Background: an optimization exercise with open tools, aiming at small area and a short achievable clock period. Do not read the settings as production practice. The RTL was checked by simulation tests, not by an equivalence proof against the original design. Power is estimated from default activity; no workload was simulated.

[flow/run.sh]
#!/bin/bash
# synth_recipe.tcl (not shown) runs the flow's synth.tcl, then flattens the netlist and writes it again
# the make line also repeats each setting of config.mk as NAME=value (left out here)
make -C /OpenROAD-flow-scripts/flow DESIGN_CONFIG=/design/flow/config.mk WORK_HOME=/design/flow/orfs CLKGATE_MAP_FILE= SYNTH_SCRIPT=/design/flow/synth_recipe.tcl finish
[flow/constraint.sdc]
create_clock -name core_clock -period 12.5 [get_ports {clock}]
set_input_delay 2.5000 -clock core_clock [delete_from_list [all_inputs] [get_ports {clock}]]
set_output_delay 2.5000 -clock core_clock [all_outputs]
set_load 0.01 [all_outputs]
[flow/design.v]
module icache_assoc_prefetch #(
    parameter int NUM_SETS       = 16,
    parameter int NUM_WAYS       = 2,
    parameter int PREFETCH_DEPTH = 4,
    parameter int NUM_MSHR       = 4
) (
    input  logic        clock,
    input  logic        reset,
    input  logic        squash,
    input  logic [3:0]  Imem2proc_response,
    input  logic [63:0] Imem2proc_data,
    input  logic [3:0]  Imem2proc_tag,
    input  logic [31:0] proc2Icache_addr,
    input  logic        early_branch_valid,
    input  logic [12:0] early_branch_target,
    output logic [1:0]  proc2Imem_command,
    output logic [31:0] proc2Imem_addr,
    output logic [63:0] Icache_data_out,
    output logic        Icache_valid_out
);
    logic [15:0]  st_x, st_y;
    logic [8:0]   tag0_q [16];
    logic [8:0]   tag1_q [16];
    logic [63:0]  data0_q [16];
    logic [63:0]  data1_q [16];
    logic [3:0]   mv_q;
    logic [12:0]  mba_q  [4];
    logic [3:0]   mtag_q [4];
    logic [12:0]  last_ba_q;
    logic [12:0]  ba;
    logic [3:0]   idx;
    logic [8:0]   tg;
    logic [15:0]  v0, v1;
    logic [15:0]  dec;
    assign ba  = proc2Icache_addr[15:3];
    assign idx = ba[3:0];
    assign tg  = ba[12:4];
    assign v1  = st_x;
    assign v0  = st_x | st_y;
    always_comb
        for (int s = 0; s < 16; s++) dec[s] = (idx == 4'(s));
    logic [8:0]  rt0, rt1;
    logic        rv0, rv1;
    logic [63:0] rd0, rd1;
    logic        hw0, hw1, dem_hit;
    always_comb begin
        rt0 = '0; rt1 = '0; rv0 = 1'b0; rv1 = 1'b0; rd0 = '0; rd1 = '0;
        for (int s = 0; s < 16; s++) begin
            rt0 = rt0 | ({9{dec[s]}} & tag0_q[s]);
            rt1 = rt1 | ({9{dec[s]}} & tag1_q[s]);
            rv0 = rv0 | (dec[s] & v0[s]);
            rv1 = rv1 | (dec[s] & v1[s]);
            rd0 = rd0 | ({64{dec[s]}} & data0_q[s]);
            rd1 = rd1 | ({64{dec[s]}} & data1_q[s]);
        end
    end
    assign hw0     = rv0 && (rt0 == tg);
    assign hw1     = rv1 && (rt1 == tg);
    assign dem_hit = hw0 | hw1;
    logic        ebv;
    logic [8:0]  pt, pt1;
    logic [15:0] hp;
    logic [2:0]  hp1;
    logic [15:0] dci [4];
    logic [3:0]  pres, inm;
    assign ebv = early_branch_valid;
    assign pt  = ebv ? early_branch_target[12:4] : tg;
    assign pt1 = ebv ? early_branch_target[12:4] + 9'd1 : tg + 9'd1;
    always_comb begin
        for (int s = 0; s < 16; s++)
            hp[s]  = (v0[s] && tag0_q[s] == pt)  || (v1[s] && tag1_q[s] == pt);
        for (int s = 0; s < 3; s++)
            hp1[s] = (v0[s] && tag0_q[s] == pt1) || (v1[s] && tag1_q[s] == pt1);
    end
    logic [15:0] edec;
    logic [3:0]  eidx;
    assign eidx = early_branch_target[3:0];
    always_comb begin
        for (int s = 0; s < 16; s++) edec[s] = (eidx == 4'(s));
        for (int k = 1; k < 4; k++)
            for (int s = 0; s < 16; s++)
                dci[k][s] = ebv ? edec[(s - k + 17) % 16] : dec[(s - k + 16) % 16];
        dci[0] = dec;
    end
    always_comb begin
        pres = '0;
        for (int k = 1; k < 4; k++)
            for (int s = 0; s < 16; s++)
                if (s < 3) begin
                    if (dci[k][s] && (( ebv && s < k - 1) || (!ebv && s < k)) && hp1[s]) pres[k] = 1'b1;
                    if (dci[k][s] && !(( ebv && s < k - 1) || (!ebv && s < k)) && hp[s]) pres[k] = 1'b1;
                end else begin
                    if (dci[k][s] && hp[s]) pres[k] = 1'b1;
                end
    end
    always_comb begin
        inm = '0;
        for (int m = 0; m < 4; m++) begin
            if (mv_q[m] && mba_q[m] == ba) inm[0] = 1'b1;
            for (int k = 1; k < 4; k++)
                if (mv_q[m] &&
                    (ebv ? mba_q[m][3:0] - 4'(k - 1) : mba_q[m][3:0] - 4'(k)) == (ebv ? eidx : idx) &&
                    mba_q[m][12:4] == (((ebv && mba_q[m][3:0] < 4'(k - 1)) ||
                                        (!ebv && mba_q[m][3:0] < 4'(k))) ? pt1 : pt))
                    inm[k] = 1'b1;
        end
    end
    logic [3:0]  cov;
    logic [12:0] c1, c2, c3;
    assign cov[0] = dem_hit | inm[0];
    assign cov[1] = pres[1] | inm[1];
    assign cov[2] = pres[2] | inm[2];
    assign cov[3] = pres[3] | inm[3];
    assign c1 = ebv ? early_branch_target           : ba + 13'd1;
    assign c2 = ebv ? early_branch_target + 13'd1   : ba + 13'd2;
    assign c3 = ebv ? early_branch_target + 13'd2   : ba + 13'd3;
    logic [12:0] sel_ba;
    always_comb begin
        if (!cov[0])      sel_ba = ba;
        else if (!cov[1]) sel_ba = c1;
        else if (!cov[2]) sel_ba = c2;
        else              sel_ba = c3;
    end
    logic       free_found;
    logic [3:0] free_oh;
    assign free_found = ~&mv_q;
    assign free_oh[0] = ~mv_q[0];
    assign free_oh[1] = mv_q[0] & ~mv_q[1];
    assign free_oh[2] = &mv_q[1:0] & ~mv_q[2];
    assign free_oh[3] = &mv_q[2:0] & ~mv_q[3];
    logic issue, alloc;
    assign issue = ~&cov && free_found && (ba == last_ba_q);
    assign alloc = issue && (Imem2proc_response != 4'd0);
    assign proc2Imem_command = {1'b0, issue};
    assign proc2Imem_addr    = {16'b0, sel_ba, 3'b0};
    assign Icache_valid_out  = dem_hit;
    assign Icache_data_out   = {hw0 ? rd0[63:32] : rd1[63:32], hw1 ? rd1[31:0] : rd0[31:0]};
    logic [3:0]  fh;
    logic [15:0] fset;
    logic [8:0]  fill_tag;
    always_comb begin
        fset = '0;
        fill_tag = '0;
        for (int m = 0; m < 4; m++) begin
            fh[m] = mv_q[m] && (mtag_q[m] == Imem2proc_tag);
            fill_tag = fill_tag | ({9{fh[m]}} & mba_q[m][12:4]);
            for (int s = 0; s < 16; s++)
                if (fh[m] && mba_q[m][3:0] == 4'(s)) fset[s] = 1'b1;
        end
    end
    logic [15:0] we0, we1;
    assign we1 = fset & st_y;
    assign we0 = fset & ~st_y;
    always_ff @(posedge clock or posedge reset) begin
        if (reset) begin
            st_x      <= '0;
            st_y      <= '0;
            mv_q      <= '0;
            last_ba_q <= '1;
        end else begin
            last_ba_q <= squash ? 13'h1fff : ba;
            for (int s = 0; s < 16; s++) begin
                if (fset[s]) begin
                    st_x[s] <= st_x[s] | st_y[s];
                    st_y[s] <= ~st_y[s];
                end else if (dec[s] && dem_hit) begin
                    st_y[s] <= ~hw1;
                end
            end
            for (int m = 0; m < 4; m++)
                mv_q[m] <= (mv_q[m] & ~fh[m]) | (alloc & free_oh[m]);
        end
    end
    always_ff @(posedge clock) begin
        for (int m = 0; m < 4; m++)
            if (alloc && free_oh[m]) begin
                mba_q[m]  <= sel_ba;
                mtag_q[m] <= Imem2proc_response;
            end
        for (int s = 0; s < 16; s++) begin
            if (we0[s]) begin
                tag0_q[s]  <= fill_tag;
                data0_q[s] <= Imem2proc_data;
            end
            if (we1[s]) begin
                tag1_q[s]  <= fill_tag;
                data1_q[s] <= Imem2proc_data;
            end
        end
    end
endmodule
[flow/config.mk]
export PLATFORM = sky130hd
export DESIGN_NAME = icache_assoc_prefetch
export DESIGN_NICKNAME = icache_assoc_prefetch
export VERILOG_FILES = /design/flow/design.v
export SDC_FILE = /design/flow/constraint.sdc
export NUM_CORES = 4
export LEC_CHECK = 0
export CAP_MARGIN = 20
export CORE_MARGIN = 2
export CORE_UTILIZATION = 55
export CTS_BUF_LIST = sky130_fd_sc_hd__clkbuf_8
export CTS_CLUSTER_DIAMETER = 60
export CTS_CLUSTER_SIZE = 16
export SETUP_SLACK_MARGIN = 5
export SLEW_MARGIN = 20
==> out/qor.txt, run 1 <==
outcome: complete, no violations
Slowest-stage cell, CP: nor4_2
RSZ-0062 raised after global routing: true
ys flop type: edfxtp_1
#FFs+latches synth: 2453
Max FO, Critical Path: 19
Final Hold Vio Count: 0
initial DRC count: 10480
multiplexer share of the synthesized area: 0.005267
Post-Synth Simple-Gate Area: 0.06344
critical path arrival: 6.44 ns
Clock Path Buffers: 3
die area: 0.1879 mm2
IO Port Bufs: 180
CP cell instances: bufbuf_16 > buf_4 > mux2i_4 > buf_6 > buf_12 > xnor2_2 > nor4_2 > nand3_1 > o2111ai_1 > nor3_2 > nand3_1 > a2111oi_4 > buf_6 > buf_4 > a2111oi_4 > xor2_1 > a32o_1 > a21o_1 > buf_2
Place WS: 1.425 ns
critical path launch point type: primary input
pin count of the biggest net entering global routing: 115
LEAKAGE: 37.46 nW
largest family of logic cells by synthesized area: compound AO/OA/AOI/OAI gates
first-pass GRT wire length: 517900 um
Initial Utilization: 0.5540
hold crit path type: reg -> reg
post-route insts no fill: 9558
max incr delay on CP: 0.49 ns
P&R area growth vs syn: 16.02%
Placer Congestion: 1.005
Setup Crit Path Kind: in -> out
Via density: 7.129
CP endpoint kind: output pin
fmax: 111.9 MHz
core area: 0.1831 mm2
1st-pass router iterations: 6
Filler Cell Count: 13350
ratio of cells with drive above 1 in the final layout: 0.1933
Hold Slack: 0.6032 ns
via count: 68140
Max VDD drop: 0.0001101 V
root buffer cell: clkbuf_8
Power Total: 14.42 mW
Worst Slack Setup Final: 3.565 ns
height of the die: 433.5 um
initial antenna violation count: 22
TritonCTS Sinks: 2453
post-route cell area: 0.1177 mm2
Critical Path RT: 10.00 ns
Clock transition at path regs: 0.10 ns
CTS tree: yes
DRC Markers: 0
worst hold stages: 1
Post-Syn Instances: 6586
clock buffer count from CTS: 182
Final nets: 7186
clock latency on the worst-skew pair: 1.01 ns
Post-Synth XOR/XNOR Area: 0.05540
post-synthesis sequential area ratio: 0.7239
Worst R2R Path Depth: 16
DR WL/cell: 39.68 um
Critical path buffers and inverters: 7
Slew Viols, Final: 0
# Max-Cap Violations: 0
Remaining Overflow, GRT: 0
family with the most delay on the worst path: buffers and inverters
placed cell area: 0.1079 mm2
EDFF count, synth: 2404
Least-Margin Pin Slew: 1.258 ns
TNS Setup: 0 ns
fin util: 0.6428
vias in the first global route: 64450
Synth Area in Adders: 0.005551
Final min period: 8.935 ns
Slew headroom: 0.1611
row count: 157
compound-gate portion of the synthesized area: 0.1254
Mapped Avg Cell Area: 15.40 um2
Final setup viols: 0
WL final: 379300 um
Final ANT Viol Nets: 0
io pins: 220
placed cell count: 8963
die width: 433.5 um
Synth warnings: 8
ys async rst share: 0.01998
GRT Total Usage: 0.4006
depth of the CTS H-tree: 4
Synth cell types: 94
clk_skew: 0.04193 ns
power per standard cell area: 122.5 mW/mm2
Crit. path cell count: 19
DP Wirelength: 192000 um
Synth Cell Area: 0.1014 mm2
Final period util: 0.7148
## cell families after synthesis
group	Yosys count
AOI/OAI and AO/OA	1689
xor gates and xnor gates	618
adders and majority gates	45
buffers and inverters	511
DFF	2453
muxes	47
other	1
and+or+nand+nor	1222
## final timing paths
check	slack, ns	to	startpoint
max in group asynchronous	9.71	st_x[15]$_DFFE_PP0P_	reset
worst min register to register	0.60	st_x[13]$_DFFE_PP0P_	st_x[13]$_DFFE_PP0P_
worst max-delay path	3.56	proc2Imem_addr[12]	early_branch_valid
worst min-delay path	0.60	st_x[13]$_DFFE_PP0P_	st_x[13]$_DFFE_PP0P_
worst max register to register	6.91	mtag_q[1][0]$_DFFE_PP_	mba_q[3][1]$_DFFE_PP_
min in group asynchronous	2.04	mv_q[2]$_DFF_PP0_	reset
## flip-flops by register name, summed over array words and instances, names as in the netlist
register,count
tag0_q,144
tag1_q,144
data1_q,1024
mv_q,4
st_x,16
data0_q,1024
st_y,16
last_ba_q,13
mtag_q,16
mba_q,52
## cell usage in the layout, fill, tap and decap left out, types with 18 or more instances in the layout
cell | synthesis | routed
a211oi_1 | 42 | 40
a21oi_1 | 182 | 108
a21oi_2 | 1 | 25
a21oi_4 | 0 | 50
a221oi_1 | 214 | 201
a22o_1 | 201 | 199
a22oi_1 | 742 | 733
and2_1 | 37 | 19
and2_4 | 0 | 18
and3_1 | 25 | 20
buf_12 | 0 | 81
buf_16 | 0 | 36
buf_2 | 64 | 26
buf_4 | 33 | 296
buf_6 | 1 | 125
buf_8 | 0 | 22
clkbuf_8 | 0 | 185
clkdlybuf4s50_1 | 0 | 76
conb_1 | 1 | 20
dfrtp_1 | 36 | 36
edfxtp_1 | 2404 | 2404
ha_1 | 45 | 38
inv_1 | 42 | 52
mux2i_1 | 29 | 19
nand2_1 | 176 | 153
nand2_2 | 0 | 18
nand3_1 | 305 | 301
nand4_1 | 144 | 144
nor2_1 | 169 | 158
nor3_1 | 109 | 40
nor3_4 | 0 | 63
nor4_1 | 100 | 67
nor4_2 | 0 | 19
o21ai_0 | 76 | 62
o22ai_1 | 39 | 28
or2_2 | 38 | 38
xnor2_1 | 442 | 398
xnor2_2 | 0 | 34
xor2_1 | 161 | 150
## timing repair
item                       in CTS  in global routing
resized for setup             849                166
pin swaps                     123                 67
hold buffers                    0                  0
buffers inserted              227                 68
setup endpoints to repair     147                 79
gates cloned                   35                  6
## layer usage
| metal | up-vias | track usage | routed length [um] |
|---|---|---|---|
| li1 | 27300 | - | - |
| met4 | 10 | 0.2033 | 22290 |
| met5 | - | 0 | 54 |
| met2 | 4801 | 0.6216 | 173800 |
| met1 | 35060 | 0.5465 | 141200 |
| met3 | 969 | 0.07357 | 41960 |
## cells in the mapped netlist (all sizes together) (43+ instances only)
cell type	n	area, um2
nor2	170	640.6
nand2	176	660.6
buf	172	857.1
nor4	100	625.6
a211oi	43	327.8
nand3	305	1526
a21oi	183	919.6
a22oi	743	5583
ha	45	563.0
xor2	161	1410
o21ai	79	395.4
a221oi	214	1874
a22o	201	1760
nor3	110	555.5
xnor2	442	3871
edfxtp	2404	72190
clkbuf	297	1115
nand4	144	900.9
## power breakdown
group / switching [mW] / total (mW) / internal (mW) / leakage [nW]
Combinational: 0.841 / 1.34 / 0.502 / 13.4
Sequential: 0.0169 / 9.03 / 9.01 / 22.4
Clock: 2.61 / 4.05 / 1.44 / 1.64
Total: 3.47 / 14.4 / 10.9 / 37.5
## layout make-up
class	count	area, um2	share of cell area
sequential	2453	73430	0.6240
multi-input combinational	3646	29710	0.2525
timing repair buffer	695	8174	0.06946
tap	2464	3083	0.02620
clock buffer	185	2546	0.02164
clock inverter	60	500.5	0.004253
inverter	42	205.2	0.001744
antenna	13	32.53	0.0002764
==> run 2: changes to the inputs <==
--- a/flow/config.mk
+++ b/flow/config.mk
@@ -5,11 +5,11 @@
 export SDC_FILE = /design/flow/constraint.sdc
 export NUM_CORES = 4
 export LEC_CHECK = 0
-export CAP_MARGIN = 20
+export CAP_MARGIN = 30
 export CORE_MARGIN = 2
-export CORE_UTILIZATION = 55
+export CORE_UTILIZATION = 70
 export CTS_BUF_LIST = sky130_fd_sc_hd__clkbuf_8
 export CTS_CLUSTER_DIAMETER = 60
 export CTS_CLUSTER_SIZE = 16
 export SETUP_SLACK_MARGIN = 5
-export SLEW_MARGIN = 20
+export SLEW_MARGIN = 40
==> out/qor.txt, run 2 <==
pin count of the biggest net entering global routing: 116 (was 115)
Synth warnings: 8 (unchanged)
#FFs+latches synth: 2453 (unchanged)
Final setup viols: 0 (unchanged)
depth of the CTS H-tree: 4 (unchanged)
# Max-Cap Violations: 0 (unchanged)
RSZ-0062 raised after global routing: true (unchanged)
Final Hold Vio Count: 0 (unchanged)
CP endpoint kind: output pin (unchanged)
hold crit path type: reg -> reg (unchanged)
via count: 71190 (was 68140)
Critical Path RT: 10.00 ns (about the same)
P&R area growth vs syn: 15.65% (was 16.02%)
io pins: 220 (unchanged)
Via density: 7.869 (was 7.129)
Slew Viols, Final: 0 (unchanged)
clk_skew: 0.07129 ns (was 0.04193 ns)
die area: 0.1480 mm2 (was 0.1879 mm2)
Remaining Overflow, GRT: 0 (unchanged)
vias in the first global route: 68340 (was 64450)
critical path arrival: 6.94 ns (was 6.44 ns)
Slew headroom: 0.3290 (was 0.1611)
RR Endpoint: mba_q[3][2]$_DFFE_PP_ (was mtag_q[1][0]$_DFFE_PP_)
Yosys top cell area share: 0.7117 (unchanged)
die width: 384.7 um (was 433.5 um)
LEAKAGE: 37.84 nW (was 37.46 nW)
EDFF count, synth: 2404 (unchanged)
Synth cell types: 94 (unchanged)
Hold Slack: 0.6014 ns (was 0.6032 ns)
Worst R2R Path Depth: 17 (was 16)
post-synthesis sequential area ratio: 0.7239 (unchanged)
Final ANT Viol Nets: 0 (unchanged)
height of the die: 384.7 um (was 433.5 um)
FF-to-FF setup slack: 7.42 ns (was 6.91 ns)
power per standard cell area: 122.5 mW/mm2 (about the same)
ratio of cells with drive above 1 in the final layout: 0.2063 (was 0.1933)
Post-Syn Instances: 6586 (unchanged)
DR top layer: met5 (unchanged)
Final nets: 7241 (was 7186)
DP Wirelength: 191800 um (was 192000 um)
ys async rst share: 0.01998 (unchanged)
GRT Total Usage: 0.4910 (was 0.4006)
IO Port Bufs: 180 (unchanged)
Synth top cells by count: edfxtp_1, a22oi_1, xnor2_1 (unchanged)
row count: 139 (was 157)
max incr delay on CP: 0.82 ns (was 0.49 ns)
clock buffer count from CTS: 180 (was 182)
Least-Margin Pin Slew: 1.004 ns (was 1.258 ns)
Filler Cell Count: 7022 (was 13350)
DRC Markers: 0 (unchanged)
Clock Path Buffers: 3 (unchanged)
TNS Setup: 0 ns (unchanged)
biggest regs: data0_q (1024), data1_q (1024) (unchanged)
Hold Path Origin: st_y[15]$_DFFE_PP0P_ (was st_x[13]$_DFFE_PP0P_)
ys flop type: edfxtp_1 (unchanged)
wl on met1: 113100 um (was 141200 um)
most common cell after layout, fill and taps aside: edfxtp_1 (unchanged)
first-pass GRT wire length: 503400 um (was 517900 um)
Final period util: 0.7553 (was 0.7148)
Initial Utilization: 0.7061 (was 0.5540)
critical path launch point type: primary input (unchanged)
worst hold endpoint: st_y[15]$_DFFE_PP0P_ (was st_x[13]$_DFFE_PP0P_)
count leader, synth: edfxtp_1 (unchanged)
initial antenna violation count: 28 (was 22)
1st-pass router iterations: 19 (was 6)
dominant cell type by area after synthesis: edfxtp_1 (unchanged)
Slowest-stage cell, CP: a221oi_2 (was nor4_2)
Final min period: 9.442 ns (was 8.935 ns)
most frequent cells in the layout: edfxtp_1, a22oi_1, xnor2_1 (unchanged)
worst hold stages: 1 (unchanged)
met3 routed WL: 63170 um (was 41960 um)
clock latency on the worst-skew pair: 1.01 ns (about the same)
root buffer cell: clkbuf_8 (unchanged)
fmax: 105.9 MHz (was 111.9 MHz)
WL final: 364500 um (was 379300 um)
routed wl met2: 160100 um (was 173800 um)
Max FO, Critical Path: 7 (was 19)
largest cells by area after synthesis: edfxtp_1, a22oi_1, xnor2_1, a221oi_1, a22o_1 (unchanged)
DR WL/cell: 40.29 um (was 39.68 um)
CP cell instances: buf_12 > inv_8 > ha_4 > buf_12 > buf_16 > a221oi_2 > a31oi_1 > mux2i_1 > nand3_1 > xor2_1 > or4_4 > nor4bb_4 > buf_6 > buf_4 > buf_12 > buf_16 > buf_12 > nor3_2 > a21oi_4 > buf_6 (was bufbuf_16 > buf_4 > mux2i_4 > buf_6 > buf_12 > xnor2_2 > nor4_2 > nand3_1 > o2111ai_1 > nor3_2 > nand3_1 > a2111oi_4 > buf_6 > buf_4 > a2111oi_4 > xor2_1 > a32o_1 > a21o_1 > buf_2)
TritonCTS Sinks: 2453 (unchanged)
Reg-to-Reg Start: mba_q[1][1]$_DFFE_PP_ (was mba_q[3][1]$_DFFE_PP_)
Placer Congestion: 1.070 (was 1.005)
core area: 0.1437 mm2 (was 0.1831 mm2)
Max VDD drop: 0.0001324 V (was 0.0001101 V)
initial DRC count: 13780 (was 10480)
CTS tree: yes (unchanged)
Mapped Avg Cell Area: 15.40 um2 (unchanged)
outcome: complete, no violations (unchanged)
Synth Cell Area: 0.1014 mm2 (unchanged)
Setup Crit Path Kind: in -> out (unchanged)
Clock transition at path regs: 0.10 ns (about the same)
most frequent CP cell: buf_12
-- run 2: cell types whose count changed in the layout (fill, tap and decap cells not counted), sizes merged, moves of 3 or more --
cell | previous run | this run
clkdlybuf4s15 | 4 | 7
bufbuf | 14 | 18
diode | 13 | 16
dlygate4sd2 | 3 | 19
inv | 73 | 70
clkbuf | 197 | 189
clkinv | 20 | 12
buf | 586 | 695
clkdlybuf4s50 | 76 | 11
-- run 2: per-stage QoR --
| stage | util | power, mW | std cells | worst slack [ns] | instance area (um2) |
|---|---|---|---|---|---|
| 2_1_floorplan | - | 9.820 | 6605 | 3.666 | 103400 |
| 3_3_place_gp | 0.7455 | 10.26 | 8410 | 1.416 | 107100 |
| 3_5_place_dp | 0.7517 | 10.29 | 8445 | 1.449 | 108000 |
| 4_1_cts | 0.8092 | 14.19 | 8958 | 3.545 | 116200 |
| 5_1_grt | 0.8165 | 14.61 | 9040 | 3.194 | 117300 |
| 6_report | 0.8166 | 14.37 | 9046 | 3.058 | 117300 |
-- run 2: worst max-delay path: cells and delay by family --
kind,cells,cell delay [ns]
fa+ha+maj,1,0.24
compound gates,3,1.26
buf+inv,10,1.45
mux,1,0.29
simple gates,4,0.95
xor+xnor,1,0.18
-- run 2: report_power, final --
group	internal [mW]	switching [mW]
sequential	9.01	0.0153
combinational	0.498	0.850
clock	1.44	2.56
-- run 2: repair_timing --
item	4_1_cts	5_1_grt
gates cloned	31	0
gates resized for setup	789	147
hold buffers	0	0
setup endpoints to repair	150	79
buffers inserted	248	66
pin swaps	104	66
hold endpoints to repair	0	0
-- run 2: kinds of logic (layout without fill, tap and decap cells) --
group | Yosys count | count (layout) | synth area share
DFF | 2453 | 2453 | 0.7239
and+or+nand+nor | 1222 | 1224 | 0.06344
buffers and inverters | 511 | 1031 | 0.02099
muxes | 47 | 47 | 0.005267
xor gates and xnor gates | 618 | 618 | 0.05540
AOI/OAI and AO/OA | 1689 | 1689 | 0.1254
other | 1 | 36 | 0.00003697
adders and majority gates | 45 | 45 | 0.005551
-- run 2: how the worst max path moves through the flow --
stage / cells after the start / from / to / slack [ns]
4_1_cts: 19 / proc2Icache_addr[3] / proc2Imem_addr[7] / 3.55
5_1_grt: 22 / proc2Icache_addr[3] / Icache_data_out[9] / 3.19
3_5_place_dp: 16 / proc2Icache_addr[3] / proc2Imem_command[0] / 1.45
6_report: 20 / proc2Icache_addr[3] / Icache_data_out[0] / 3.06
2_1_floorplan: 22 / early_branch_valid / proc2Imem_addr[12] / 3.67
3_3_place_gp: 15 / proc2Icache_addr[8] / proc2Imem_addr[14] / 1.42
-- run 2: routing by layer --
layer / up-vias / track usage
li1: 27360 / -
met1: 34250 / 0.6312
met2: 7843 / 0.7186
met3: 1712 / 0.1689
met4: 24 / 0.3195
met5: - / 0
-- run 2: area by class of cell --
cell class,instances,area (um2),share of cell area
antenna,16,40.04,0.0003413
clock buffer,184,2532,0.02159
clock inverter,50,490.5,0.004181
inverter,42,191.4,0.001632
multi-input combinational,3643,29590,0.2522
sequential,2453,73430,0.6260
tap,1903,2381,0.02030
timing repair buffer,755,8650,0.07373
==> run 3: changes to the inputs <==
--- a/flow/config.mk
+++ b/flow/config.mk
@@ -7,9 +7,10 @@
 export LEC_CHECK = 0
 export CAP_MARGIN = 30
 export CORE_MARGIN = 2
-export CORE_UTILIZATION = 70
+export CORE_UTILIZATION = 65
 export CTS_BUF_LIST = sky130_fd_sc_hd__clkbuf_8
 export CTS_CLUSTER_DIAMETER = 60
 export CTS_CLUSTER_SIZE = 16
+export GPL_TIMING_DRIVEN = 0
 export SETUP_SLACK_MARGIN = 5
 export SLEW_MARGIN = 40
==> out/qor.txt, run 3 <==
Mapped Avg Cell Area: 15.40 um2 (unchanged)
ys async rst share: 0.01998 (unchanged)
first-pass GRT wire length: 849400 um
IO Port Bufs: 165 (was 180)
io pins: 220 (unchanged)
failing step: 5_1_grt
TritonCTS Sinks: 2453 (unchanged)
pin count of the biggest net entering global routing: 36
clock buffer count from CTS: 186 (was 180)
root buffer cell: clkbuf_8 (unchanged)
GRT Total Usage: 0.8047
dominant cell type by area after synthesis: edfxtp_1 (unchanged)
ys flop type: edfxtp_1 (unchanged)
Post-Syn Instances: 6586 (unchanged)
post-synthesis sequential area ratio: 0.7239 (unchanged)
multiplexer share of the synthesized area: 0.005267 (unchanged)
Yosys top cell area share: 0.7117 (unchanged)
Synth top cells by count: edfxtp_1, a22oi_1, xnor2_1 (unchanged)
EDFF count, synth: 2404 (unchanged)
Clock Path Buffers: 3 (unchanged)
largest family of logic cells by synthesized area: compound AO/OA/AOI/OAI gates (unchanged)
outcome: stopped before the end (was complete, no violations)
height of the die: 399.0 um (was 384.7 um)
Post-Synth XOR/XNOR Area: 0.05540 (unchanged)
row count: 144 (was 139)
Synth Area in Adders: 0.005551 (unchanged)
DP Wirelength: 356900 um (was 191800 um)
Hold-fix buffers, CTS: 0 (unchanged)
vias in the first global route: 89510
placed cell count: 9146 (was 8445)
count leader, synth: edfxtp_1 (unchanged)
Synth Cell Area: 0.1014 mm2 (unchanged)
compound-gate portion of the synthesized area: 0.1254 (unchanged)
Post-Synth Simple-Gate Area: 0.06344 (unchanged)
largest cells by area after synthesis: edfxtp_1, a22oi_1, xnor2_1, a221oi_1, a22o_1 (unchanged)
depth of the CTS H-tree: 4 (unchanged)
Remaining Overflow, GRT: 64
Initial Utilization: 0.6562 (was 0.7061)
Placer Congestion: 1.108 (was 1.070)
die width: 399.0 um (was 384.7 um)
Err: [ERROR GRT-0116] Global routing finished with congestion. Check the congestion regions in the DRC Viewer.
Synth warnings: 8 (unchanged)
placed cell area: 0.1156 mm2 (was 0.1080 mm2)
Synth cell types: 94 (unchanged)
#FFs+latches synth: 2453 (unchanged)
run 3: cell counts after synthesis:
Identical to the previous run, type by type.
run 3: per-stage QoR:
stage	hold WS [ns]	total power [mW]	setup slack, ns
after floorplan	0.4725	9.820	3.666
after global placement	0.5248	10.45	-1.934
after detailed placement	0.5273	10.56	0.04723
after CTS	0.5487	14.63	2.890
run 3: cell families after synthesis:
group           count (synthesis)
compound gates               1689
xor+xnor                      618
fa+ha+maj                      45
buf+inv                       511
flops                        2453
mux                            47
other cells                     1
simple gates                 1222
run 3: how the worst min path moves through the flow:
stage,cells after the start,to,startpoint
detailed placement,1,st_x[15]$_DFFE_PP0P_,st_x[15]$_DFFE_PP0P_
CTS,1,st_x[15]$_DFFE_PP0P_,st_x[15]$_DFFE_PP0P_
floorplan,1,st_x[15]$_DFFE_PP0P_,st_x[15]$_DFFE_PP0P_
global placement,1,st_x[15]$_DFFE_PP0P_,st_x[15]$_DFFE_PP0P_
run 3: metal layers:
layer	GRT overflow	GRT usage
met5	0	0.5372
met2	27	0.9163
met1	3	0.8048
met4	32	0.7801
met3	2	0.7088
run 3: what timing repair did:
item	in CTS
gates resized for setup	859
endpoints found under the setup margin	213
gates cloned	13
buffers inserted	179
pin swaps	100
run 3: power groups by stage:
stage | registers, mW | logic, mW | clock network, mW
4_1_cts | 9.02 | 1.46 | 4.14
3_5_place_dp | 9.21 | 1.34 | 0
3_3_place_gp | 9.21 | 1.24 | 0
2_1_floorplan | 9.20 | 0.618 | 0
==> run 4: changes to the inputs <==
--- a/flow/config.mk
+++ b/flow/config.mk
@@ -11,6 +11,6 @@
 export CTS_BUF_LIST = sky130_fd_sc_hd__clkbuf_8
 export CTS_CLUSTER_DIAMETER = 60
 export CTS_CLUSTER_SIZE = 16
-export GPL_TIMING_DRIVEN = 0
+export PLACE_DENSITY = 0.7
 export SETUP_SLACK_MARGIN = 5
 export SLEW_MARGIN = 40
==> out/qor.txt, run 4 <==
Power Total: 14.37 mW
first-pass GRT wire length: 490300 um
1st-pass router iterations: 10
worst hold stages: 1
Yosys top cell area share: 0.7117 (unchanged)
CP cell instances: buf_16 > mux2i_4 > buf_4 > buf_12 > xnor2_1 > nor4_4 > nand4_1 > nand4_1 > a311oi_2 > nand4_1 > nor2_4 > buf_12 > buf_4 > mux2i_4 > nor4b_1 > a211o_1 > a21oi_4 > buf_2
Hold-fix buffers, CTS: 0 (unchanged)
pin count of the biggest net entering global routing: 110
Via density: 7.566
multi-input combinational cell area: 0.02930 mm2
Synth cell types: 94 (unchanged)
worst hold endpoint: st_x[8]$_DFFE_PP0P_
initial DRC count: 11910
Worst R2R Path Depth: 19
DRC Markers: 0
outcome: complete, no violations (was stopped before the end)
Synth warnings: 8 (unchanged)
ys async rst share: 0.01998 (unchanged)
most common cell after layout, fill and taps aside: edfxtp_1
FF-to-FF setup slack: 7.11 ns
CP endpoint kind: output pin
die width: 399.0 um (unchanged)
Slew headroom: 0.3602
Slew Viols, Final: 0
CTS tree: yes
Placer Congestion: 1.043 (was 1.108)
vias in the first global route: 65340
power per standard cell area: 123.3 mW/mm2
ratio of cells with drive above 1 in the final layout: 0.1975
critical path launch point type: primary input
#FFs+latches synth: 2453 (unchanged)
Final setup viols: 0
Mapped Avg Cell Area: 15.40 um2 (unchanged)
ys flop type: edfxtp_1 (unchanged)
root buffer cell: clkbuf_8 (unchanged)
fmax: 111.5 MHz
post-synthesis sequential area ratio: 0.7239 (unchanged)
LEAKAGE: 37.23 nW
placed cell area: 0.1079 mm2 (was 0.1156 mm2)
clk_skew: 0.08390 ns
Clock transition at path regs: 0.09 ns
# Max-Cap Violations: 0
count leader, synth: edfxtp_1 (unchanged)
DP Wirelength: 184700 um (was 356900 um)
Reg-to-Reg Start: mba_q[1][1]$_DFFE_PP_
post-route cell area: 0.1165 mm2
Final period util: 0.7172
max incr delay on CP: 0.47 ns
via count: 68970
Place WS: 1.668 ns (was 0.04723 ns)
IO Port Bufs: 180 (was 165)
EDFF count, synth: 2404 (unchanged)
height of the die: 399.0 um (unchanged)
clock buffer count from CTS: 182 (was 186)
RSZ-0062 raised after global routing: true
io pins: 220 (unchanged)
Slowest-stage cell, CP: xnor2_1
RR Endpoint: mba_q[0][4]$_DFFE_PP_
TNS Setup: 0 ns
family with the most delay on the worst path: simple AND/OR/NAND/NOR gates
Critical path buffers and inverters: 6
Final Hold Vio Count: 0
Post-Syn Instances: 6586 (unchanged)
most frequent CP cell: nand4_1
Setup Crit Path Kind: in -> out
most frequent cells in the layout: edfxtp_1, a22oi_1, xnor2_1
GRT Total Usage: 0.4440
fin util: 0.7535
Filler Cell Count: 9190
WL final: 355200 um
Least-Margin Pin Slew: 0.9574 ns
depth of the CTS H-tree: 4 (unchanged)
Initial Utilization: 0.6562 (unchanged)
Synth top cells by count: edfxtp_1, a22oi_1, xnor2_1 (unchanged)
biggest regs: data0_q (1024), data1_q (1024)
critical path arrival: 6.47 ns
core area: 0.1546 mm2
Synth Cell Area: 0.1014 mm2 (unchanged)
dominant cell type by area after synthesis: edfxtp_1 (unchanged)
row count: 144 (unchanged)
Max VDD drop: 0.0001185 V
hold crit path type: reg -> reg
Final min period: 8.965 ns
initial antenna violation count: 29
Hold Path Origin: st_x[8]$_DFFE_PP0P_
Final ANT Viol Nets: 0
Storage cell area: 0.07343 mm2
largest cells by area after synthesis: edfxtp_1, a22oi_1, xnor2_1, a221oi_1, a22o_1 (unchanged)
Final nets: 7170
P&R area growth vs syn: 14.84%
Worst Slack Setup Final: 3.535 ns
Critical Path RT: 10.00 ns
DR WL/cell: 38.97 um
TritonCTS Sinks: 2453 (unchanged)
Clock Path Buffers: 3 (unchanged)
die area: 0.1592 mm2
Remaining Overflow, GRT: 0
Max FO, Critical Path: 39
clock latency on the worst-skew pair: 1.02 ns
==> run 4: cell counts after synthesis <==
Identical to the previous run, type by type.
==> run 4: through the flow <==
step,hold slack [ns],instances
after floorplan,0.4725,6605
after global placement,0.5596,8527
after detailed placement,0.5645,8559
after CTS,0.5850,9028
after global routing,0.6109,9109
final,0.5973,9115
==> run 4: logic make-up (layout without fill, tap and decap cells) <==
| family | count (synthesis) | in the layout | synth area share |
|---|---|---|---|
| compound gates | 1689 | 1689 | 0.1254 |
| xor+xnor | 618 | 618 | 0.05540 |
| fa+ha+maj | 45 | 45 | 0.005551 |
| buf+inv | 511 | 963 | 0.02099 |
| flops | 2453 | 2453 | 0.7239 |
| mux | 47 | 47 | 0.005267 |
| other cells | 1 | 34 | 0.00003697 |
| simple gates | 1222 | 1222 | 0.06344 |
==> run 4: worst register-to-register path: stages, from the launching register on <==
cell and delay (ns):
edfxtp_1 0.56, inv_1 0.22, ha_1 0.29, nand2_1 0.10, a211o_1 0.43, o221ai_1 0.23
a211oi_1 0.09, o22ai_1 0.33, nor4_2 0.08, a2111o_2 0.53, nor3_4 0.31, buf_4 0.17
buf_4 0.11, buf_12 0.10, nor3_4 0.04, o22ai_2 0.14, buf_6 0.17, o41a_2 0.24
nor2b_1 0.64, buf_4 0.31
==> run 4: timing repair <==
item | in CTS | in global routing
gates resized for setup | 687 | 203
pin swaps | 69 | 65
gates cloned | 29 | 5
buffers inserted | 203 | 65
endpoints found under the setup margin | 147 | 79
==> run 4: layer usage <==
metal / routed length, um / vias up / global-route usage
li1: - / 27220 / -
met5: 196 / - / 0
met4: 25360 / 30 / 0.2586
met1: 118700 / 34120 / 0.5907
met2: 158900 / 6268 / 0.6728
met3: 52090 / 1328 / 0.1115
==> run 4: worst max path at each step <==
stage	from	endpoint	slack, ns	cells past startpoint
floorplan	early_branch_valid	proc2Imem_addr[12]	3.67	22
CTS	proc2Icache_addr[3]	proc2Imem_addr[15]	3.69	18
global route	proc2Icache_addr[7]	proc2Imem_addr[14]	3.52	23
detailed placement	early_branch_valid	proc2Imem_addr[7]	1.67	15
finish	early_branch_valid	proc2Imem_addr[14]	3.53	18
global placement	proc2Icache_addr[8]	proc2Imem_addr[14]	1.55	17
==> run 4: report_power, final <==
part | internal [mW] | leakage, nW | total (mW) | switching, mW
clock | 1.48 | 1.65 | 4.06 | 2.58
sequential | 9.01 | 22.4 | 9.02 | 0.0167
combinational | 0.469 | 13.2 | 1.28 | 0.812
==> run 4: final cells by class <==
type	instances	share of cell area
well taps	2044	0.02195
clock buffers	184	0.02174
flip-flops and latches	2453	0.6304
multi-input cells	3641	0.2515
repair buffers	684	0.06737
inverters	42	0.001611
diodes	14	0.0003007
clock inverters	53	0.005123
==> run 5: changes to the inputs <==
--- a/flow/config.mk
+++ b/flow/config.mk
@@ -11,6 +11,5 @@
 export CTS_BUF_LIST = sky130_fd_sc_hd__clkbuf_8
 export CTS_CLUSTER_DIAMETER = 60
 export CTS_CLUSTER_SIZE = 16
-export PLACE_DENSITY = 0.7
 export SETUP_SLACK_MARGIN = 5
 export SLEW_MARGIN = 40
==> out/qor.txt, run 5 <==
Yosys top cell area share: 0.7117 (unchanged)
Least-Margin Pin Slew: 0.9574 ns (unchanged)
Hold Path Origin: st_x[8]$_DFFE_PP0P_ (unchanged)
ys flop type: edfxtp_1 (unchanged)
count leader, synth: edfxtp_1 (unchanged)
Via density: 7.566 (unchanged)
clock buffer count from CTS: 182 (unchanged)
first-pass GRT wire length: 490300 um (unchanged)
biggest regs: data0_q (1024), data1_q (1024) (unchanged)
initial antenna violation count: 29 (unchanged)
Slowest-stage cell, CP: xnor2_1 (unchanged)
CP endpoint kind: output pin (unchanged)
CP cell instances: buf_16 > mux2i_4 > buf_4 > buf_12 > xnor2_1 > nor4_4 > nand4_1 > nand4_1 > a311oi_2 > nand4_1 > nor2_4 > buf_12 > buf_4 > mux2i_4 > nor4b_1 > a211o_1 > a21oi_4 > buf_2 (unchanged)
clock latency on the worst-skew pair: 1.02 ns (about the same)
Final setup viols: 0 (unchanged)
EDFF count, synth: 2404 (unchanged)
power per standard cell area: 123.3 mW/mm2 (unchanged)
placed cell count: 8559 (unchanged)
max incr delay on CP: 0.47 ns (about the same)
io pins: 220 (unchanged)
hold crit path type: reg -> reg (unchanged)
depth of the CTS H-tree: 4 (unchanged)
post-route insts no fill: 9115 (unchanged)
#FFs+latches synth: 2453 (unchanged)
placed cell area: 0.1079 mm2 (unchanged)
DRC Markers: 0 (unchanged)
Final nets: 7170 (unchanged)
Worst Slack Setup Final: 3.535 ns (unchanged)
LEAKAGE: 37.23 nW (unchanged)
most frequent CP cell: nand4_1 (unchanged)
outcome: complete, no violations (unchanged)
TritonCTS Sinks: 2453 (unchanged)
root buffer cell: clkbuf_8 (unchanged)
initial DRC count: 11910 (unchanged)
post-route cell area: 0.1165 mm2 (unchanged)
Final min period: 8.965 ns (unchanged)
RR Endpoint: mba_q[0][4]$_DFFE_PP_ (unchanged)
Final Hold Vio Count: 0 (unchanged)
critical path launch point type: primary input (unchanged)
DR WL/cell: 38.97 um (unchanged)
Synth top cells by count: edfxtp_1, a22oi_1, xnor2_1 (unchanged)
Place WS: 1.668 ns (unchanged)
vias in the first global route: 65340 (unchanged)
Setup Crit Path Kind: in -> out (unchanged)
fmax: 111.5 MHz (unchanged)
critical path arrival: 6.47 ns (about the same)
largest cells by area after synthesis: edfxtp_1, a22oi_1, xnor2_1, a221oi_1, a22o_1 (unchanged)
DP Wirelength: 184700 um (unchanged)
clk_skew: 0.08390 ns (unchanged)
Slew Viols, Final: 0 (unchanged)
fin util: 0.7535 (unchanged)
worst hold stages: 1 (unchanged)
Worst R2R Path Depth: 19 (unchanged)
FF-to-FF setup slack: 7.11 ns (about the same)
1st-pass router iterations: 10 (unchanged)
height of the die: 399.0 um (unchanged)
Reg-to-Reg Start: mba_q[1][1]$_DFFE_PP_ (unchanged)
# Max-Cap Violations: 0 (unchanged)
GRT Total Usage: 0.4440 (unchanged)
Remaining Overflow, GRT: 0 (unchanged)
die area: 0.1592 mm2 (unchanged)
dominant cell type by area after synthesis: edfxtp_1 (unchanged)
Slew headroom: 0.3602 (unchanged)
row count: 144 (unchanged)
Synth cell types: 94 (unchanged)
pin count of the biggest net entering global routing: 110 (unchanged)
most frequent cells in the layout: edfxtp_1, a22oi_1, xnor2_1 (unchanged)
Max VDD drop: 0.0001185 V (unchanged)
Final ANT Viol Nets: 0 (unchanged)
via count: 68970 (unchanged)
IO Port Bufs: 180 (unchanged)
Critical Path RT: 10.00 ns (about the same)
TNS Setup: 0 ns (unchanged)
Initial Utilization: 0.6562 (unchanged)
Post-Syn Instances: 6586 (unchanged)
RSZ-0062 raised after global routing: true (unchanged)
CTS tree: yes (unchanged)
Synth warnings: 8 (unchanged)
Synth Cell Area: 0.1014 mm2 (unchanged)
WL final: 355200 um (unchanged)
post-synthesis sequential area ratio: 0.7239 (unchanged)
ratio of cells with drive above 1 in the final layout: 0.1975 (unchanged)
Max FO, Critical Path: 39 (unchanged)
most common cell after layout, fill and taps aside: edfxtp_1 (unchanged)
Clock Path Buffers: 3 (unchanged)
worst hold endpoint: st_x[8]$_DFFE_PP0P_ (unchanged)
ys async rst share: 0.01998 (unchanged)
Placer Congestion: 1.043 (unchanged)
Final period util: 0.7172 (unchanged)
P&R area growth vs syn: 14.84% (unchanged)
core area: 0.1546 mm2 (unchanged)
die width: 399.0 um (unchanged)
Mapped Avg Cell Area: 15.40 um2 (unchanged)
Clock transition at path regs: 0.09 ns (about the same)
[run 5: final cells by class]
class	count	area, um2
Sequential cell	2453	73430
Timing Repair Buffer	684	7848
Fill cell	9190	38100
Inverter	42	187.7
Tap cell	2044	2557
Antenna cell	14	35.03
Clock inverter	53	596.8
Clock buffer	184	2532
Multi-Input combinational cell	3641	29300
[run 5: what timing repair did]
item,4_1_cts,5_1_grt
setup endpoints to repair,147,79
hold buffers,0,0
pin swaps,69,65
resized for setup,687,203
buffers inserted,203,65
gates cloned,29,5
[run 5: worst max path at each step]
stage | start | to | slack (ns) | cells past startpoint
final | early_branch_valid | proc2Imem_addr[14] | 3.53 | 18
after global routing | proc2Icache_addr[7] | proc2Imem_addr[14] | 3.52 | 23
after CTS | proc2Icache_addr[3] | proc2Imem_addr[15] | 3.69 | 18
after detailed placement | early_branch_valid | proc2Imem_addr[7] | 1.67 | 15
after global placement | proc2Icache_addr[8] | proc2Imem_addr[14] | 1.55 | 17
after floorplan | early_branch_valid | proc2Imem_addr[12] | 3.67 | 22
[run 5: report_power, final]
| group | switching, mW | total [mW] | internal (mW) |
|---|---|---|---|
| logic | 0.812 | 1.28 | 0.469 |
| registers | 0.0167 | 9.02 | 9.01 |
| clock network | 2.58 | 4.06 | 1.48 |
| total | 3.41 | 14.4 | 11.0 |
[run 5: kinds of logic after synthesis]
family / share of synthesized area
compound gates: 0.1254
fa+ha+maj: 0.005551
mux: 0.005267
xor+xnor: 0.05540
flops: 0.7239
other cells: 0.00003697
simple gates: 0.06344
buf+inv: 0.02099
[run 5: stage by stage]
stage | total power [mW] | hold WS (ns)
detailed placement | 10.27 | 0.5645
global route | 14.67 | 0.6109
global placement | 10.25 | 0.5596
finish | 14.37 | 0.5973
CTS | 14.28 | 0.5850
floorplan | 9.820 | 0.4725
[run 5: worst max-delay path: cells and delay by family]
| family | cells | cell delay (ns) |
|---|---|---|
| multiplexers | 2 | 0.43 |
| AND/OR/NAND/NOR | 6 | 1.23 |
| XOR/XNOR | 1 | 0.47 |
| buffers and inverters | 6 | 0.89 |
| AO/OA/AOI/OAI | 3 | 0.84 |
[run 5: metal layers]
layer,part of all wire,global-route usage,vias to the layer above,routed length (um)
li1,-,-,27220,-
met1,0.33,0.5907,34120,118700
met2,0.45,0.6728,6268,158900
met3,0.15,0.1115,1328,52090
met4,0.071,0.2586,30,25360
met5,0.00055,0,-,196
==> run 6: changes to the inputs <==
--- a/flow/config.mk
+++ b/flow/config.mk
@@ -6,6 +6,7 @@
 export NUM_CORES = 4
 export LEC_CHECK = 0
 export CAP_MARGIN = 30
+export CORE_ASPECT_RATIO = 1.6
 export CORE_MARGIN = 2
 export CORE_UTILIZATION = 65
 export CTS_BUF_LIST = sky130_fd_sc_hd__clkbuf_8
==> out/qor.txt, run 6 <==
CP endpoint kind: output pin (unchanged)
TritonCTS Sinks: 2453 (unchanged)
biggest regs: data0_q (1024), data1_q (1024) (unchanged)
Final Hold Vio Count: 0 (unchanged)
fin util: 0.7579 (was 0.7535)
largest cells by area after synthesis: edfxtp_1, a22oi_1, xnor2_1, a221oi_1, a22o_1 (unchanged)
vias in the first global route: 66640 (was 65340)
row count: 183 (was 144)
#FFs+latches synth: 2453 (unchanged)
post-route cell area: 0.1177 mm2 (was 0.1165 mm2)
EDFF count, synth: 2404 (unchanged)
Post-Syn Instances: 6586 (unchanged)
DP Wirelength: 197800 um (was 184700 um)
RR Endpoint: mba_q[3][7]$_DFFE_PP_ (was mba_q[0][4]$_DFFE_PP_)
ratio of cells with drive above 1 in the final layout: 0.2087 (was 0.1975)
Final setup viols: 0 (unchanged)
WL final: 381000 um (was 355200 um)
post-route insts no fill: 9206 (was 9115)
Synth Cell Area: 0.1014 mm2 (unchanged)
ys async rst share: 0.01998 (unchanged)
post-synthesis sequential area ratio: 0.7239 (unchanged)
Slew headroom: 0.2501 (was 0.3602)
Synth top cells by count: edfxtp_1, a22oi_1, xnor2_1 (unchanged)
LEAKAGE: 37.89 nW (was 37.23 nW)
TNS Setup: 0 ns (unchanged)
ys flop type: edfxtp_1 (unchanged)
height of the die: 503.7 um (was 399.0 um)
placed cell area: 0.1081 mm2 (was 0.1079 mm2)
fmax: 108.2 MHz (was 111.5 MHz)
Least-Margin Pin Slew: 1.125 ns (was 0.9574 ns)
# Max-Cap Violations: 0 (unchanged)
Hold Path Origin: st_y[4]$_DFFE_PP0P_ (was st_x[8]$_DFFE_PP0P_)
Slew Viols, Final: 0 (unchanged)
worst hold stages: 1 (unchanged)
dominant cell type by area after synthesis: edfxtp_1 (unchanged)
io pins: 220 (unchanged)
Worst R2R Path Depth: 20 (was 19)
Final period util: 0.7391 (was 0.7172)
initial DRC count: 12220 (was 11910)
Power Total: 14.24 mW (was 14.37 mW)
count leader, synth: edfxtp_1 (unchanged)
depth of the CTS H-tree: 4 (unchanged)
clock latency on the worst-skew pair: 1.00 ns (was 1.02 ns)
critical path arrival: 6.74 ns (was 6.47 ns)
most common cell after layout, fill and taps aside: edfxtp_1 (unchanged)
die area: 0.1593 mm2 (was 0.1592 mm2)
outcome: complete, no violations (unchanged)
Max FO, Critical Path: 19 (was 39)
Clock transition at path regs: 0.09 ns (about the same)
Final ANT Viol Nets: 0 (unchanged)
via count: 70110 (was 68970)
Mapped Avg Cell Area: 15.40 um2 (unchanged)
Yosys top cell area share: 0.7117 (unchanged)
IO Port Bufs: 180 (unchanged)
1st-pass router iterations: 7 (was 10)
pin count of the biggest net entering global routing: 108 (was 110)
root buffer cell: clkbuf_8 (unchanged)
first-pass GRT wire length: 517300 um (was 490300 um)
clock buffer count from CTS: 175 (was 182)
Remaining Overflow, GRT: 0 (unchanged)
most frequent cells in the layout: edfxtp_1, a22oi_1, xnor2_1 (unchanged)
Placer Congestion: 1.066 (was 1.043)
placed cell count: 8576 (was 8559)
Max VDD drop: 0.0001448 V (was 0.0001185 V)
GRT Total Usage: 0.4782 (was 0.4440)
core area: 0.1552 mm2 (was 0.1546 mm2)
Final nets: 7259 (was 7170)
DRC Markers: 0 (unchanged)
Clock Path Buffers: 3 (unchanged)
Setup Crit Path Kind: in -> out (unchanged)
hold crit path type: reg -> reg (unchanged)
Reg-to-Reg Start: mba_q[1][1]$_DFFE_PP_ (unchanged)
die width: 316.3 um (was 399.0 um)
clk_skew: 0.06095 ns (was 0.08390 ns)
initial antenna violation count: 39 (was 29)
CTS tree: yes (unchanged)
DR WL/cell: 41.39 um (was 38.97 um)
Via density: 7.616 (was 7.566)
Initial Utilization: 0.6534 (was 0.6562)
Critical Path RT: 10.00 ns (about the same)
FF-to-FF setup slack: 6.92 ns (was 7.11 ns)
critical path launch point type: primary input (unchanged)
worst hold endpoint: st_y[4]$_DFFE_PP0P_ (was st_x[8]$_DFFE_PP0P_)
power per standard cell area: 121.0 mW/mm2 (was 123.3 mW/mm2)
Synth cell types: 94 (unchanged)
Filler Cell Count: 9248 (was 9190)
RSZ-0062 raised after global routing: true (unchanged)
P&R area growth vs syn: 15.99% (was 14.84%)
Synth warnings: 8 (unchanged)
Final min period: 9.238 ns (was 8.965 ns)
==> run 6: repair_timing <==
action	CTS	global route
gates resized for setup	837	195
hold buffers	0	0
endpoints found under the setup margin	147	79
pin swaps	102	91
gates cloned	36	5
buffers inserted	233	98
==> run 6: worst max path at each step <==
stage | startpoint | end | cells past startpoint
3_3_place_gp | proc2Icache_addr[4] | proc2Imem_addr[4] | 15
6_report | early_branch_valid | proc2Imem_addr[12] | 21
2_1_floorplan | early_branch_valid | proc2Imem_addr[12] | 22
3_5_place_dp | proc2Icache_addr[4] | proc2Imem_addr[15] | 15
4_1_cts | early_branch_valid | proc2Imem_addr[9] | 19
5_1_grt | early_branch_valid | proc2Imem_addr[12] | 21
==> run 6: per-layer routing <==
| metal | share of wire | global-route usage | vias to the layer above |
|---|---|---|---|
| li1 | - | - | 27420 |
| met1 | 0.30 | 0.5568 | 34520 |
| met2 | 0.45 | 0.7207 | 6424 |
| met3 | 0.14 | 0.1611 | 1725 |
| met4 | 0.10 | 0.3923 | 22 |
| met5 | 0.00091 | 0.01229 | - |
==> run 6: worst max-delay path: stages <==
cell and delay, ns:
buf_16 0.12, buf_12 0.13, mux2i_4 0.27, buf_4 0.39
buf_16 0.31, xnor2_1 0.17, nor4_1 0.07, nand4_1 0.10
buf_4 0.20, buf_4 0.13, a21oi_1 0.09, nor4_4 0.43
o2111ai_4 0.19, a2111oi_4 0.44, buf_12 0.20, buf_12 0.12
a2111oi_4 0.04, xor2_1 0.18, a32o_2 0.29, a21o_4 0.19
buf_6 0.11
==> run 6: through the flow <==
stage / setup WS, ns / hold slack [ns]
after floorplan: 3.666 / 0.4725
after global placement: 1.293 / 0.5504
after detailed placement: 1.446 / 0.5820
after CTS: 3.608 / 0.5993
after global routing: 3.245 / 0.6314
final: 3.262 / 0.6173
==> run 6: where the power goes <==
group / switching [mW] / leakage [nW] / internal (mW)
registers: 0.0166 / 22.4 / 9.01
clock network: 2.49 / 1.56 / 1.34
logic: 0.880 / 13.9 / 0.508
total: 3.39 / 37.9 / 10.9
==> run 6: layout make-up <==
type | instances | area, um2 | area share
Clock inverter | 55 | 381.6 | 0.003243
Clock buffer | 177 | 2436 | 0.02071
Timing Repair Buffer | 777 | 8902 | 0.07566
Tap cell | 2035 | 2546 | 0.02164
Multi-Input combinational cell | 3644 | 29690 | 0.2523
Inverter | 42 | 211.5 | 0.001797
Antenna cell | 23 | 57.56 | 0.0004892
Sequential cell | 2453 | 73430 | 0.6241
==> run 6: kinds of logic after synthesis <==
family                   after synthesis  share of synthesized area
adder cells (fa/ha/maj)               45                   0.005551
multiplexers                          47                   0.005267
flip-flops                          2453                     0.7239
buffers and inverters                511                    0.02099
other                                  1                 0.00003697
AO/OA/AOI/OAI                       1689                     0.1254
AND/OR/NAND/NOR                     1222                    0.06344
XOR/XNOR                             618                    0.05540
==> run 7: changes to the inputs <==
--- a/flow/config.mk
+++ b/flow/config.mk
@@ -6,9 +6,8 @@
 export NUM_CORES = 4
 export LEC_CHECK = 0
 export CAP_MARGIN = 30
-export CORE_ASPECT_RATIO = 1.6
 export CORE_MARGIN = 2
-export CORE_UTILIZATION = 65
+export CORE_UTILIZATION = 60
 export CTS_BUF_LIST = sky130_fd_sc_hd__clkbuf_8
 export CTS_CLUSTER_DIAMETER = 60
 export CTS_CLUSTER_SIZE = 16
==> out/qor.txt, run 7 <==
critical path arrival: 6.58 ns (was 6.74 ns)
RR Endpoint: data1_q[9][38]$_DFFE_PP_ (was mba_q[3][7]$_DFFE_PP_)
ys flop type: edfxtp_1 (unchanged)
initial antenna violation count: 25 (was 39)
initial DRC count: 11120 (was 12220)
clock buffer count from CTS: 180 (was 175)
io pins: 220 (unchanged)
Initial Utilization: 0.6052 (was 0.6534)
Least-Margin Pin Slew: 0.9857 ns (was 1.125 ns)
Final min period: 9.076 ns (was 9.238 ns)
Hold Path Origin: st_x[12]$_DFFE_PP0P_ (was st_y[4]$_DFFE_PP0P_)
Placer Congestion: 1.033 (was 1.066)
row count: 150 (was 183)
Place WS: 1.485 ns (was 1.446 ns)
ys async rst share: 0.01998 (unchanged)
count leader, synth: edfxtp_1 (unchanged)
CTS tree: yes (unchanged)
Final ANT Viol Nets: 0 (unchanged)
Synth top cells by count: edfxtp_1, a22oi_1, xnor2_1 (unchanged)
via count: 68880 (was 70110)
Storage cell area: 0.07343 mm2 (unchanged)
Hold-fix buffers, CTS: 0 (unchanged)
dominant cell type by area after synthesis: edfxtp_1 (unchanged)
DRC Markers: 0 (unchanged)
LEAKAGE: 37.70 nW (was 37.89 nW)
Synth cell types: 94 (unchanged)
Max VDD drop: 0.0001237 V (was 0.0001448 V)
Worst R2R Path Depth: 10 (was 20)
sw frac: 0.2370 (was 0.2379)
Synth warnings: 8 (unchanged)
die width: 415.2 um (was 316.3 um)
Synth Cell Area: 0.1014 mm2 (unchanged)
1st-pass router iterations: 9 (was 7)
TNS Setup: 0 ns (unchanged)
EDFF count, synth: 2404 (unchanged)
Critical Path RT: 10.00 ns (about the same)
FF-to-FF setup slack: 7.13 ns (was 6.92 ns)
die area: 0.1724 mm2 (was 0.1593 mm2)
root buffer cell: clkbuf_8 (unchanged)
critical path launch point type: primary input (unchanged)
most frequent cells in the layout: edfxtp_1, a22oi_1, xnor2_1 (unchanged)
RSZ-0062 raised after global routing: true (unchanged)
Net Sw Power: 3.396 mW (was 3.388 mW)
Yosys top cell area share: 0.7117 (unchanged)
largest cells by area after synthesis: edfxtp_1, a22oi_1, xnor2_1, a221oi_1, a22o_1 (unchanged)
worst hold stages: 1 (unchanged)
first-pass GRT wire length: 501100 um (was 517300 um)
Mapped Avg Cell Area: 15.40 um2 (unchanged)
clock latency on the worst-skew pair: 1.02 ns (was 1.00 ns)
# Max-Cap Violations: 0 (unchanged)
TritonCTS Sinks: 2453 (unchanged)
WL final: 367300 um (was 381000 um)
fmax: 110.2 MHz (was 108.2 MHz)
Slew headroom: 0.3428 (was 0.2501)
Final Hold Vio Count: 0 (unchanged)
ratio of cells with drive above 1 in the final layout: 0.2010 (was 0.2087)
Via density: 7.388 (was 7.616)
depth of the CTS H-tree: 4 (unchanged)
Max FO, Critical Path: 10 (was 19)
hold crit path type: reg -> reg (unchanged)
P&R area growth vs syn: 15.91% (was 15.99%)
post-synthesis sequential area ratio: 0.7239 (unchanged)
GRT Total Usage: 0.4167 (was 0.4782)
worst hold endpoint: st_x[12]$_DFFE_PP0P_ (was st_y[4]$_DFFE_PP0P_)
Hold Slack: 0.5811 ns (was 0.6173 ns)
biggest regs: data0_q (1024), data1_q (1024) (unchanged)
most common cell after layout, fill and taps aside: edfxtp_1 (unchanged)
Int Power: 10.94 mW (was 10.85 mW)
DP Wirelength: 188200 um (was 197800 um)
CP endpoint kind: output pin (unchanged)
clk_skew: 0.07547 ns (was 0.06095 ns)
Filler Cell Count: 11080 (was 9248)
outcome: complete, no violations (unchanged)
Worst Slack Setup Final: 3.424 ns (was 3.262 ns)
Clock Path Buffers: 3 (unchanged)
#FFs+latches synth: 2453 (unchanged)
IO Port Bufs: 180 (unchanged)
Flop pwr share: 0.630 (was 0.634)
power per standard cell area: 121.9 mW/mm2 (was 121.0 mW/mm2)
Setup Crit Path Kind: in -> out (unchanged)
Post-Syn Instances: 6586 (unchanged)
Power Total: 14.33 mW (was 14.24 mW)
Slew Viols, Final: 0 (unchanged)
core area: 0.1676 mm2 (was 0.1552 mm2)
Remaining Overflow, GRT: 0 (unchanged)
DR WL/cell: 39.39 um (was 41.39 um)
Reg-to-Reg Start: mtag_q[1][1]$_DFFE_PP_ (was mba_q[1][1]$_DFFE_PP_)
pin count of the biggest net entering global routing: 104 (was 108)
Logic pwr share: 0.093 (was 0.097)
placed cell area: 0.1081 mm2 (about the same)
vias in the first global route: 64530 (was 66640)
post-route cell area: 0.1176 mm2 (was 0.1177 mm2)
Final nets: 7215 (was 7259)
clock share of power: 0.278 (was 0.269)
multi-input combinational cell area: 0.02952 mm2 (was 0.02969 mm2)
height of the die: 415.2 um (was 503.7 um)
Final setup viols: 0 (unchanged)
Final period util: 0.7261 (was 0.7391)
Clock transition at path regs: 0.09 ns (about the same)
## run 7: cell counts after synthesis
Identical to the previous run, type by type.
## run 7: layer usage
| metal | part of all wire | track usage | vias to the layer above |
|---|---|---|---|
| li1 | - | - | 27350 |
| met1 | 0.35 | 0.5569 | 34770 |
| met2 | 0.45 | 0.6409 | 5594 |
| met3 | 0.13 | 0.08913 | 1152 |
| met4 | 0.070 | 0.2360 | 12 |
| met5 | 0.00022 | 0 | - |
## run 7: area by class of cell
class / instances / share of cell area
antenna: 15 / 0.0003193
clock inverter: 54 / 0.003948
inverter: 42 / 0.001660
timing repair buffer: 730 / 0.07342
tap: 2204 / 0.02345
clock buffer: 184 / 0.02154
sequential: 2453 / 0.6246
multi-input combinational: 3642 / 0.2511
## run 7: power by group through the flow
stage / clock [mW] / combinational, mW / sequential [mW]
after floorplan: 0 / 0.618 / 9.20
after global placement: 0 / 1.06 / 9.21
after detailed placement: 0 / 1.08 / 9.21
after CTS: 3.99 / 1.23 / 9.03
after global routing: 4.26 / 1.37 / 9.02
final: 3.98 / 1.33 / 9.02
## run 7: logic make-up (layout without fill, tap and decap cells)
logic type	Yosys count	in the layout	share of synthesized area
AO/OA/AOI/OAI	1689	1689	0.1254
buffers and inverters	511	1010	0.02099
other	1	35	0.00003697
multiplexers	47	47	0.005267
XOR/XNOR	618	618	0.05540
flip-flops	2453	2453	0.7239
AND/OR/NAND/NOR	1222	1223	0.06344
adder cells (fa/ha/maj)	45	45	0.005551
## run 7: how the worst max path moves through the flow
| stage | from | endpoint | slack [ns] | cells past startpoint |
|---|---|---|---|---|
| 2_1_floorplan | early_branch_valid | proc2Imem_addr[12] | 3.67 | 22 |
| 3_3_place_gp | proc2Icache_addr[4] | proc2Imem_command[0] | 1.48 | 15 |
| 5_1_grt | early_branch_valid | proc2Imem_addr[12] | 3.49 | 21 |
| 3_5_place_dp | proc2Icache_addr[3] | Icache_data_out[21] | 1.49 | 16 |
| 6_report | proc2Icache_addr[10] | proc2Imem_addr[9] | 3.42 | 17 |
| 4_1_cts | proc2Icache_addr[3] | proc2Imem_addr[7] | 3.63 | 18 |
## run 7: worst max-delay path: stages
cell and delay [ns]:
clkbuf_4 0.24, mux2i_4 0.21, buf_4 0.20, bufbuf_16 0.36, xnor2_1 0.19, nor4_2 0.13
nand4_1 0.14, nand4_1 0.33, a311oi_2 0.34, nand4_1 0.47, nor2_4 0.28, buf_12 0.14
buf_12 0.11, mux4_2 0.53, o21ai_4 0.18, o21ai_4 0.09, buf_6 0.12
## run 7: what timing repair did
item / 4_1_cts / 5_1_grt
gates cloned: 33 / 10
pin swaps: 102 / 82
gates resized for setup: 703 / 251
buffers inserted: 203 / 99
endpoints found under the setup margin: 143 / 79
## run 7: metrics by stage
step                      std cells    util
after global placement         8697  0.6410
after CTS                      9196  0.6909
after global routing           9320  0.7015
final                          9324  0.7015
after floorplan                6605       -
after detailed placement       8722  0.6450

==> static timing again, ports no longer ideal <==
Ports are ideal in the flow. The routed layouts listed here were re-timed in OpenROAD. Step 1 sets driving cells, clkbuf_16 on the clock port and buf_2 on the other inputs (assumed; they add their load-dependent delay and slew). Step 2 adds t to the input delays and takes it off the output delays; t is the mean of the earliest and latest rising clock arrival at the registers after step 1. Input paths then give back, and output paths get back, about the clock's delay inside the block. Slacks: no drivers / after step 1 / after step 2; pairs: no drivers / after step 1.
run | t, ns | setup WS [ns] | latest minus earliest clock arrival (ns) | worst data-port slew with drivers (ns)
run 1 | 1.071 | 3.565 / 3.275 / 3.275 | 0.060 / 0.061 | 0.29
run 2 | 1.054 | 3.058 / 2.964 / 2.964 | 0.072 / 0.072 | 0.48
run 4 | 1.059 | 3.535 / 3.192 / 3.192 | 0.085 / 0.085 | 0.39
run 5 | 1.059 | 3.535 / 3.192 / 3.192 | 0.085 / 0.085 | 0.39
run 6 | 1.048 | 3.262 / 3.044 / 3.044 | 0.068 / 0.069 | 0.31
run 7 | 1.067 | 3.424 / 3.098 / 3.098 | 0.087 / 0.086 | 0.37
After both steps every run listed still meets setup and hold.
